Context: an optimization exercise on an open-source flow, tuned for small area and a short achievable clock period. The choices shown serve that exercise and are no tape-out recipe.
Only simulation tests tie the RTL to the original design; equivalence was not proved.
No activity file was given, so power comes from the tool's default toggle rates.

### design/flow/run.sh
#!/bin/bash
# synth_recipe.tcl (not shown) runs the flow's synth.tcl, then flattens the netlist and writes it again
# the make line also repeats each setting of config.mk as NAME=value (left out here)
make -C /OpenROAD-flow-scripts/flow DESIGN_CONFIG=/design/flow/config.mk WORK_HOME=/design/flow/orfs CLKGATE_MAP_FILE= SYNTH_SCRIPT=/design/flow/synth_recipe.tcl finish
### design/flow/config.mk
export PLATFORM = sky130hd
export DESIGN_NAME = alu_result_stream
export DESIGN_NICKNAME = alu_result_stream
export VERILOG_FILES = /design/flow/design.v
export SDC_FILE = /design/flow/constraint.sdc
export NUM_CORES = 4
export LEC_CHECK = 0
export CAP_MARGIN = 20
export CORE_MARGIN = 2
export CORE_UTILIZATION = 40
export SLEW_MARGIN = 20
### design/flow/constraint.sdc
create_clock -name core_clock -period 5.5 [get_ports {clk}]
set_input_delay 1.1000 -clock core_clock [delete_from_list [all_inputs] [get_ports {clk}]]
set_output_delay 1.1000 -clock core_clock [all_outputs]
set_load 0.01 [all_outputs]
### design/flow/design.v
`default_nettype none
module alu_result_stream #(
  parameter int DEPTH        = 180,
  parameter int NUM_FUNC     = 18,
  parameter int OPS_PER_FUNC = 10
) (
  input  logic       clk,
  input  logic       reset,
  input  logic       clear,
  input  logic       wr_en,
  input  logic [7:0] wr_o,
  input  logic       wr_zr,
  input  logic       wr_ng,
  output logic       wr_full,
  output logic       overflow,
  output logic [7:0] count,
  output logic       rd_valid,
  input  logic       rd_ready,
  output logic [7:0] rd_o,
  output logic       rd_zr,
  output logic       rd_ng,
  output logic [4:0] rd_func,
  output logic [3:0] rd_opnd,
  output logic       rd_last
);
  localparam int               PTR_W       = $clog2(DEPTH);
  localparam logic [PTR_W-1:0] C_LAST_PTR  = PTR_W'(DEPTH - 1);
  localparam logic [7:0]       C_DEPTH     = 8'(DEPTH);
  localparam logic [4:0]       C_LAST_FUNC = 5'(NUM_FUNC - 1);
  localparam logic [3:0]       C_LAST_OPND = 4'(OPS_PER_FUNC - 1);
  logic [9:0]       r_mem [DEPTH];
  logic [PTR_W-1:0] r_wp;
  logic [PTR_W-1:0] r_rp;
  logic [7:0]       r_count;
  logic [4:0]       r_func;
  logic [3:0]       r_opnd;
  logic             r_ovf;
  logic             w_full;
  logic             w_valid;
  logic             w_accept;
  logic             w_pop;
  logic             w_drop;
  logic [9:0]       w_head;
  assign w_full   = (r_count == C_DEPTH);
  assign w_valid  = (r_count != 8'd0);
  assign w_accept = wr_en && !w_full && !clear;
  assign w_drop   = wr_en &&  w_full && !clear;
  assign w_pop    = w_valid && rd_ready && !clear;
  assign w_head   = r_mem[r_rp];
  always_ff @(posedge clk) begin
    if (w_accept) begin
      r_mem[r_wp] <= {wr_zr, wr_ng, wr_o};
    end
  end
  always_ff @(posedge clk or negedge reset) begin
    if (!reset) begin
      r_wp    <= '0;
      r_rp    <= '0;
      r_count <= 8'd0;
      r_func  <= 5'd0;
      r_opnd  <= 4'd0;
      r_ovf   <= 1'b0;
    end else if (clear) begin
      r_wp    <= '0;
      r_rp    <= '0;
      r_count <= 8'd0;
      r_func  <= 5'd0;
      r_opnd  <= 4'd0;
      r_ovf   <= 1'b0;
    end else begin
      if (w_accept) begin
        r_wp <= (r_wp == C_LAST_PTR) ? '0 : r_wp + PTR_W'(1);
      end
      if (w_drop) begin
        r_ovf <= 1'b1;
      end
      if (w_pop) begin
        r_rp <= (r_rp == C_LAST_PTR) ? '0 : r_rp + PTR_W'(1);
        if (r_opnd == C_LAST_OPND) begin
          r_opnd <= 4'd0;
          r_func <= (r_func == C_LAST_FUNC) ? 5'd0 : r_func + 5'd1;
        end else begin
          r_opnd <= r_opnd + 4'd1;
        end
      end
      case ({w_accept, w_pop})
        2'b10:   r_count <= r_count + 8'd1;
        2'b01:   r_count <= r_count - 8'd1;
        default: r_count <= r_count;
      endcase
    end
  end
  assign wr_full  = w_full;
  assign overflow = r_ovf;
  assign count    = r_count;
  assign rd_valid = w_valid;
  assign rd_o     = w_valid ? w_head[7:0] : 8'd0;
  assign rd_ng    = w_valid ? w_head[8]   : 1'b0;
  assign rd_zr    = w_valid ? w_head[9]   : 1'b0;
  assign rd_func  = r_func;
  assign rd_opnd  = r_opnd;
  assign rd_last  = w_valid && (r_func == C_LAST_FUNC) && (r_opnd == C_LAST_OPND);
endmodule
`default_nettype wire
==> results of run 1 <==
==> worst max path at each step <==
stage               slack (ps)      end  cells after the start
floorplan                 1920  rd_o[6]                      8
global placement           420  rd_o[1]                      9
detailed placement         480  rd_o[1]                      9
CTS                        -70    rd_ng                      7
global route               -30    rd_zr                      9
finish                      80    rd_ng                      9
==> per-layer routing <==
metal | up-vias | share of wire | global-route usage
met5 | - | 0.00016 | 0
met4 | 4 | 0.025 | 0.0525
met3 | 244 | 0.064 | 0.0330
met2 | 1229 | 0.48 | 0.304
met1 | 18345 | 0.43 | 0.274
li1 | 13998 | - | -
==> layout by cell type (no fill, tap or decap), types with 6 or more instances in the layout <==
| cell | netlist | final |
|---|---|---|
| clkinv_2 | 0 | 27 |
| nor3_1 | 16 | 15 |
| buf_16 | 0 | 8 |
| clkdlybuf4s50_1 | 0 | 32 |
| ha_1 | 13 | 13 |
| mux4_2 | 543 | 543 |
| a221oi_2 | 0 | 6 |
| mux2_2 | 11 | 11 |
| a22oi_1 | 36 | 25 |
| o221ai_1 | 7 | 6 |
| o31ai_1 | 7 | 7 |
| dfrtp_1 | 34 | 30 |
| clkbuf_16 | 0 | 190 |
| edfxtp_1 | 1800 | 1800 |
| a21oi_1 | 29 | 27 |
| buf_6 | 4 | 15 |
| buf_12 | 0 | 23 |
| nor2_2 | 0 | 30 |
| and2_1 | 6 | 6 |
| nand2b_1 | 6 | 6 |
| bufinv_16 | 0 | 14 |
| mux2i_1 | 24 | 24 |
| a22oi_2 | 0 | 11 |
| nor4_1 | 8 | 7 |
| inv_1 | 8 | 8 |
| clkinv_1 | 0 | 40 |
| nand2_1 | 51 | 51 |
| o21ai_0 | 44 | 44 |
| clkbuf_1 | 97 | 44 |
| nor2b_1 | 15 | 14 |
| nand3_1 | 38 | 35 |
| buf_4 | 18 | 213 |
| nor2_1 | 211 | 181 |
==> metrics by stage <==
step	utilization	power, mW	hold slack [ps]	TNS, ps	area [um2]
5_1_grt	0.466	34.9	438	-59.2	82400
3_5_place_dp	0.430	21.6	487	0	76000
2_1_floorplan	-	19.6	482	0	71300
6_report	0.466	33.8	404	0	82400
3_3_place_gp	0.430	21.6	478	0	75900
4_1_cts	0.465	34.1	378	-77.2	82100
==> cell type report <==
class                           count  area share
Clock buffer                      234      0.0596
Inverter                            8    0.000364
Timing Repair Buffer              296      0.0344
Clock inverter                    100      0.0125
Tap cell                         2340      0.0355
Multi-Input combinational cell   1133       0.191
Sequential cell                  1834       0.666
==> registers in the layout, indices dropped and copies added, names as in the netlist <==
| register | cells |
|---|---|
| r_count | 8 |
| r_func | 5 |
| r_mem | 1800 |
| r_opnd | 4 |
| r_ovf | 1 |
| r_rp | 8 |
| r_wp | 8 |
==> what timing repair did <==
item	CTS	global route
pin swaps	2	1
gates cloned	1	1
endpoints found under the hold margin	0	0
setup buffers	5	13
setup endpoints to repair	10	7
gates resized for setup	35	10
==> cells by family (layout without fill, tap and decap cells) <==
group                      count (synthesis)  in the layout  share of synthesized area
xor gates and xnor gates                   7              7                   0.000860
DFF                                     1834           1834                      0.770
buffers and inverters                    191            638                     0.0122
and+or+nand+nor                          373            373                     0.0230
AOI/OAI and AO/OA                        162            162                     0.0150
muxes                                    578            578                      0.177
adders and majority gates                 13             13                    0.00228
==> synthesized netlist by cell type, types with 8 or more instances <==
cell type / instances
a21oi_1: 29
a221oi_1: 10
a22oi_1: 36
buf_1: 17
buf_2: 47
buf_4: 18
clkbuf_1: 97
dfrtp_1: 34
edfxtp_1: 1800
ha_1: 13
inv_1: 8
mux2_2: 11
mux2i_1: 24
mux4_2: 543
nand2_1: 51
nand3_1: 38
nor2_1: 211
nor2b_1: 15
nor3_1: 16
nor4_1: 8
o21ai_0: 44
==> worst max-delay path, cell delays in order, from the launching register on <==
cell and delay, ps:
dfrtp_4 530, buf_16 280, buf_12 240, mux4_2 520
mux4_2 510, a22oi_2 310, nand3_1 240, nand2_1 150
a21oi_1 130, clkdlybuf4s50_1 550
==> power groups by stage <==
stage	Combinational, mW	Sequential, mW	Clock (mW)
after global routing	6.39	15.5	13.1
after floorplan	3.84	15.7	0
final	6.05	15.5	12.3
after detailed placement	5.88	15.8	0
after CTS	6.05	15.5	12.6
after global placement	5.87	15.8	0
==> qor.yml, run 1 <==
outcome: "no timing/DRC/antenna violations"
fin_nets: 3488
drt_iter0_drc: 3886
die_y_um: 426
preCtsSetupSlack_ps: 479
cts_buffer_depth: 3
crit_arrival_ps: 4320
p_int_mw: 25.4
io_buffer_count: 45
ios: 46
p_switching_mw: 8.40
start_util: 0.404
peakVddDrop_mv: 0.299
synthArstFlopShare: 0.0185
synth_nets: 3186
dp_hpwl_um: 105000
fin_crit_ps: 5420
synth_cell_types: 55
die_width_um: 426
hold_viol: 0
register_area_um2: 54900
cap_violations: 0
die_area_um2: 182000
seq_power_share: 0.457
rows: 154
clkPwrFrac: 0.364
endpoint_kind: "output pin"
ctsHoldBuffers: 0
path_class: "reg2out"
cp_max_fo: 19
worstSetupStartpointType: "flip-flop"
crit_path_start: "r_rp[0]"
post-route-drc-count: 0
p_leak_nw: 25.0
clock_latency_ps: 830
setup_viol: 0
timing.fmax_mhz: 184
antenna_found_initial: 3
cts_buffers: 187
core_um2: 177000
yosys_most_used_dff: "edfxtp_1"
numPlacedInstances: 5589
synth_edf_count: 1800
cts_tree: "built"
multiInputGateArea_um2: 15800
ys_seq_area_frac: 0.770
synthCells: 3158
ys_seq_elements: 1834
reg2reg_setup_slack_ps: 1950
netlist_area_um2: 71300
synth_top_area_share: 0.758
clk_pin_slew_worst_paths_ps: 60
power.density_nw_per_um2: 411
drive_above_1_share: 0.316
clock_sinks: 1834
nFillCells: 14338
comb_power_share: 0.179
grt_max_degree: 130
layoutNonFillerInstCount: 5945
p_sw_frac: 0.248
yosys_warnings: 1
cp.required_ps: 4400
grt_pass1_wl_um: 249000
diodes: 0
gr-total-overflow: 0
grt_pass1_vias: 34005
drt-total-wl_um: 173000
r2r_end: "r_count[6]"
wl_per_cell_um: 29.2
antenna_left: 0
synthToLayoutAreaGrowth_pct: 15.6
clockRootBuffer: "clkbuf_16"
drv_slew: 0
dr.pass1.iters: 5
worst_pin_slew_ps: 1160
routabilityCongestion: 0.841
skew_ps: 46.3
period_share: 0.986
hp-class: "in2async"
reg2reg_depth: 10
maxSlewHeadroom: 0.215
via_count: 33820
cts_htree_levels: 4
synth_area_per_cell_um2: 22.6
timing.rr.start: "r_count[1]"
rsz0062_at_grt: "true"
grtUsageTotal: 0.191
setup_ws_ps: 77.8
vias_per_cell: 5.69
synth_top_area_cell: "edfxtp_1"
synthTopCellsByArea: "edfxtp_1 (76%), mux4_2 (17%), dfrtp_1 (1.2%)"
==> run 2: changes to the inputs <==
==> design/flow/design.v (replaced) <==
`default_nettype none
module alu_result_stream (
  input  logic       clk,
  input  logic       reset,
  input  logic       clear,
  input  logic       wr_en,
  input  logic [7:0] wr_o,
  input  logic       wr_zr,
  input  logic       wr_ng,
  output logic       wr_full,
  output logic       overflow,
  output logic [7:0] count,
  output logic       rd_valid,
  input  logic       rd_ready,
  output logic [7:0] rd_o,
  output logic       rd_zr,
  output logic       rd_ng,
  output logic [4:0] rd_func,
  output logic [3:0] rd_opnd,
  output logic       rd_last
);
  logic [9:0] r_mem [18][10];
  logic [4:0] r_wrow;    
  logic [3:0] r_wcol;
  logic [7:0] r_count;
  logic [4:0] r_func;
  logic [3:0] r_opnd;
  logic       r_ovf;
  logic       r_full;
  logic       r_valid;
  logic       r_last;
  logic [9:0] r_head;    
  logic       w_acc, w_pop;
  logic [9:0] w_din;
  logic [9:0] w_next;    
  assign w_din  = {wr_zr, wr_ng, wr_o};
  assign w_acc  = wr_en && !r_full;
  assign w_pop  = r_valid && rd_ready;
  assign w_next = r_mem[r_func][r_opnd];
  always_ff @(posedge clk) begin
    if (w_acc && !clear) begin
      r_mem[r_wrow][r_wcol] <= w_din;
    end
  end
  logic c_is0, c_is1, c_is179;
  assign c_is0   = !r_valid;
  assign c_is1   = (r_count == 8'd1);
  assign c_is179 = (r_count == 8'd179);
  logic i_is178, i_is179;
  assign i_is178 = (r_func == 5'd17) && (r_opnd == 4'd8);
  assign i_is179 = (r_func == 5'd17) && (r_opnd == 4'd9);
  always_ff @(posedge clk or negedge reset) begin
    if (!reset) begin
      r_wrow  <= 5'd17;
      r_wcol  <= 4'd9;
      r_count <= 8'd0;
      r_func  <= 5'd0;
      r_opnd  <= 4'd0;
      r_ovf   <= 1'b0;
      r_full  <= 1'b0;
      r_valid <= 1'b0;
      r_last  <= 1'b0;
      r_head  <= 10'd0;
    end else if (clear) begin
      r_wrow  <= 5'd17;
      r_wcol  <= 4'd9;
      r_count <= 8'd0;
      r_func  <= 5'd0;
      r_opnd  <= 4'd0;
      r_ovf   <= 1'b0;
      r_full  <= 1'b0;
      r_valid <= 1'b0;
      r_last  <= 1'b0;
      r_head  <= 10'd0;
    end else begin
      if (wr_en && r_full) begin
        r_ovf <= 1'b1;
      end
      if (w_acc) begin
        if (r_wcol == 4'd9) begin
          r_wcol <= 4'd0;
          r_wrow <= (r_wrow == 5'd17) ? 5'd0 : r_wrow + 5'd1;
        end else begin
          r_wcol <= r_wcol + 4'd1;
        end
      end
      if (w_pop) begin
        if (r_opnd == 4'd9) begin
          r_opnd <= 4'd0;
          r_func <= (r_func == 5'd17) ? 5'd0 : r_func + 5'd1;
        end else begin
          r_opnd <= r_opnd + 4'd1;
        end
      end
      case ({w_acc, w_pop})
        2'b10: begin
          r_count <= r_count + 8'd1;
          r_full  <= c_is179;
          r_valid <= 1'b1;
        end
        2'b01: begin
          r_count <= r_count - 8'd1;
          r_full  <= 1'b0;
          r_valid <= !c_is1;
        end
        default: ;
      endcase
      if (w_pop) begin
        r_last <= i_is178 && (w_acc || !c_is1);
      end else begin
        r_last <= i_is179 && (w_acc || !c_is0);
      end
      if (w_pop) begin
        if (c_is1) begin
          r_head <= w_acc ? w_din : 10'd0;
        end else begin
          r_head <= w_next;
        end
      end else if (c_is0 && w_acc) begin
        r_head <= w_din;
      end
    end
  end
  assign wr_full  = r_full;
  assign overflow = r_ovf;
  assign count    = r_count;
  assign rd_valid = r_valid;
  assign rd_o     = r_head[7:0];
  assign rd_ng    = r_head[8];
  assign rd_zr    = r_head[9];
  assign rd_func  = r_func;
  assign rd_opnd  = r_opnd;
  assign rd_last  = r_last;
endmodule
`default_nettype wire
==> qor.yml, run 2 <==
outcome: "no timing/DRC/antenna violations"
start_util: 0.402
nFillCells: 14833
ys_seq_area_frac: 0.759
top_regs: "r_mem x1800, r_head x10, r_count x8"
hold_viol: 0
via_count: 35509
clockRootBuffer: "clkbuf_16"
core_um2: 181000
maxSlewHeadroom: 0.200
p_leak_nw: 26.0
cts_htree_levels: 4
ys_top_cells_by_count: "edfxtp_1 (1800), mux4_2 (527), nor2_1 (257), nand2_1 (129), buf_2 (56)"
cts_buffers: 185
synthToLayoutAreaGrowth_pct: 14.9
crit_path_start: "r_func[0]"
layout_commonest_cell: "edfxtp_1"
grt_max_degree: 132
synth_area_per_cell_um2: 21.7
crit_arrival_ps: 5290
reg2reg_setup_slack_ps: 930
fin_crit_ps: 4570
cts_buffer_depth: 3
synth.most_common_cell: "edfxtp_1"
synth_top_area_share: 0.745
clk_pin_slew_worst_paths_ps: 60
ios: 46
antenna_left: 0
synth_nets: 3383
post-route-drc-count: 0
synth_top_area_cell: "edfxtp_1"
cp_slowest_cell: "fa_4"
rsz0062_at_grt: "false"
ys_seq_elements: 1840
path_class: "reg2reg"
skew_ps: 54.6
fin_nets: 3714
cp_cell_sequence: "ha_4, inv_1, fa_4, buf_4, nand2b_1, nor2_1, a211oi_1, o21ai_0, o211ai_1, nand4_1, a311oi_1"
antenna_found_initial: 3
grtUsageTotal: 0.200
yosys_most_used_dff: "edfxtp_1"
vias_per_cell: 5.74
grt_pass1_wl_um: 265000
peakVddDrop_mv: 0.342
drt-total-wl_um: 184000
period_share: 0.830
routabilityCongestion: 0.869
netlist_area_um2: 72500
cap_violations: 0
setup_viol: 0
die_width_um: 430
hp-class: "in2async"
reg2reg_depth: 11
die_area_um2: 185000
gr-total-overflow: 0
cts_tree: "built"
dr.pass1.iters: 5
drv_slew: 0
clock_sinks: 1840
cp_max_fo: 31
synthCells: 3337
mostFrequentLayoutCells: "edfxtp_1 (1800), mux4_2 (527), buf_4 (261)"
die_y_um: 430
synth_cell_types: 73
synth_edf_count: 1800
io_buffer_count: 45
drt_iter0_drc: 4134
wl_per_cell_um: 29.8
fin_util: 0.462
cts_resized: 0
synthTopCellsByArea: "edfxtp_1 (75%), mux4_2 (16%), nor2_1 (1.3%)"
worstSetupStartpointType: "flip-flop"
synthArstFlopShare: 0.0217
timing.fmax_mhz: 219
r2r_end: "r_head[0]"
cp.required_ps: 6230
endpoint_kind: "flip-flop"
ctsHoldBuffers: 0
post-cts-setup-buffer-count: 0
largest_reg_flops: 1800
timing.rr.start: "r_func[0]"
clock_latency_ps: 830
grt_pass1_vias: 35318
rows: 156
dp_hpwl_um: 113000
drive_above_1_share: 0.290
worst_pin_slew_ps: 1190
finalSetupTns_ps: 0
regMostFlops: "r_mem"
power.density_nw_per_um2: 382
yosys_warnings: 1
critPathMaxStageDelay_ps: 1160
-- run 2: cell types whose count changed after synthesis, moves of 17 or more --
| cell | delta |
|---|---|
| nand2_1 | +78 |
| nor2_1 | +46 |
| clkbuf_1 | -43 |
| a22oi_1 | -26 |
| a211oi_1 | +24 |
| buf_6 | +22 |
| nand3_1 | -20 |
| o22ai_1 | +17 |
-- run 2: layer usage --
layer,up-vias,wire [um],GRT usage
met3,280,13900,0.0353
met2,1511,85600,0.305
met4,0,6000,0.0683
met5,-,0,0
li1,14621,-,-
met1,19097,78600,0.292
-- run 2: logic make-up (layout without fill, tap and decap cells) --
kind of cell             count (synthesis)  after routing  share of synthesized area
AO/OA/AOI/OAI                          193            193                     0.0181
buffers and inverters                  195            674                     0.0165
adder cells (fa/ha/maj)                 31             31                    0.00576
flip-flops                            1840           1840                      0.759
AND/OR/NAND/NOR                        498            498                     0.0294
XOR/XNOR                                25             25                    0.00338
other                                    0              3                          0
multiplexers                           555            555                      0.168
-- run 2: how the worst max path moves through the flow --
| stage | slack (ps) | to |
|---|---|---|
| 2_1_floorplan | 1960 | r_mem[128][0] |
| 3_3_place_gp | 1050 | r_head[0] |
| 3_5_place_dp | 990 | r_head[0] |
| 4_1_cts | 990 | r_head[0] |
| 5_1_grt | 800 | r_mem[155][0] |
| 6_report | 930 | r_head[0] |
-- run 2: worst max-delay path, delay by kind of cell, from the launching register on --
family,cells,cell delay (ps)
compound gates,4,1280
simple gates,3,920
fa+ha+maj,2,1360
buf+inv,2,370
flops,1,510
-- run 2: power breakdown --
group	leakage (nW)	switching, mW	internal (mW)
clock network	2.92	5.40	7.12
registers	16.7	0.0650	15.4
logic	6.43	2.37	1.42
-- run 2: cell type report --
type | count | area [um2] | area share
diodes | 3 | 7.51 | 0.0000900
clock buffers | 247 | 4970 | 0.0596
clock inverters | 88 | 1100 | 0.0132
inverters | 10 | 37.5 | 0.000450
multi-input cells | 1302 | 16300 | 0.196
flip-flops and latches | 1840 | 55100 | 0.660
well taps | 2370 | 2970 | 0.0356
repair buffers | 329 | 2890 | 0.0346
-- run 2: metrics by stage --
| stage | hold WS (ps) | setup slack, ps | area (um2) | power (mW) | instances |
|---|---|---|---|---|---|
| 2_1_floorplan | 526 | 1960 | 72500 | 18.0 | 3337 |
| 3_3_place_gp | 480 | 1050 | 77200 | 19.6 | 5849 |
| 3_5_place_dp | 489 | 985 | 77200 | 19.6 | 5849 |
| 4_1_cts | 315 | 988 | 83300 | 32.0 | 6184 |
| 5_1_grt | 357 | 797 | 83400 | 32.8 | 6187 |
| 6_report | 353 | 933 | 83400 | 31.8 | 6189 |

## what the ideal ports hide
Ports are ideal in the flow. The routed layouts listed here were re-timed in OpenROAD.
Step 1 assumes that a clkbuf_16 drives the clock port and a buf_2 every other input.
Step 2 moves the port delays by t, midway between the first and last clock arrival at a register: inputs arrive t later, outputs are due t later. That takes back most of the time a late clock gives input paths.
Slacks: ideal / step 1 / step 2; pairs: ideal / step 1.
run	shift t [ns]	setup WS [ns]	pins driven straight from the clock port
run 1	0.890	0.078 / -0.006 / 0.884	1
run 2	0.897	0.933 / 0.933 / 0.933	1
After both steps every run listed still meets setup and hold.
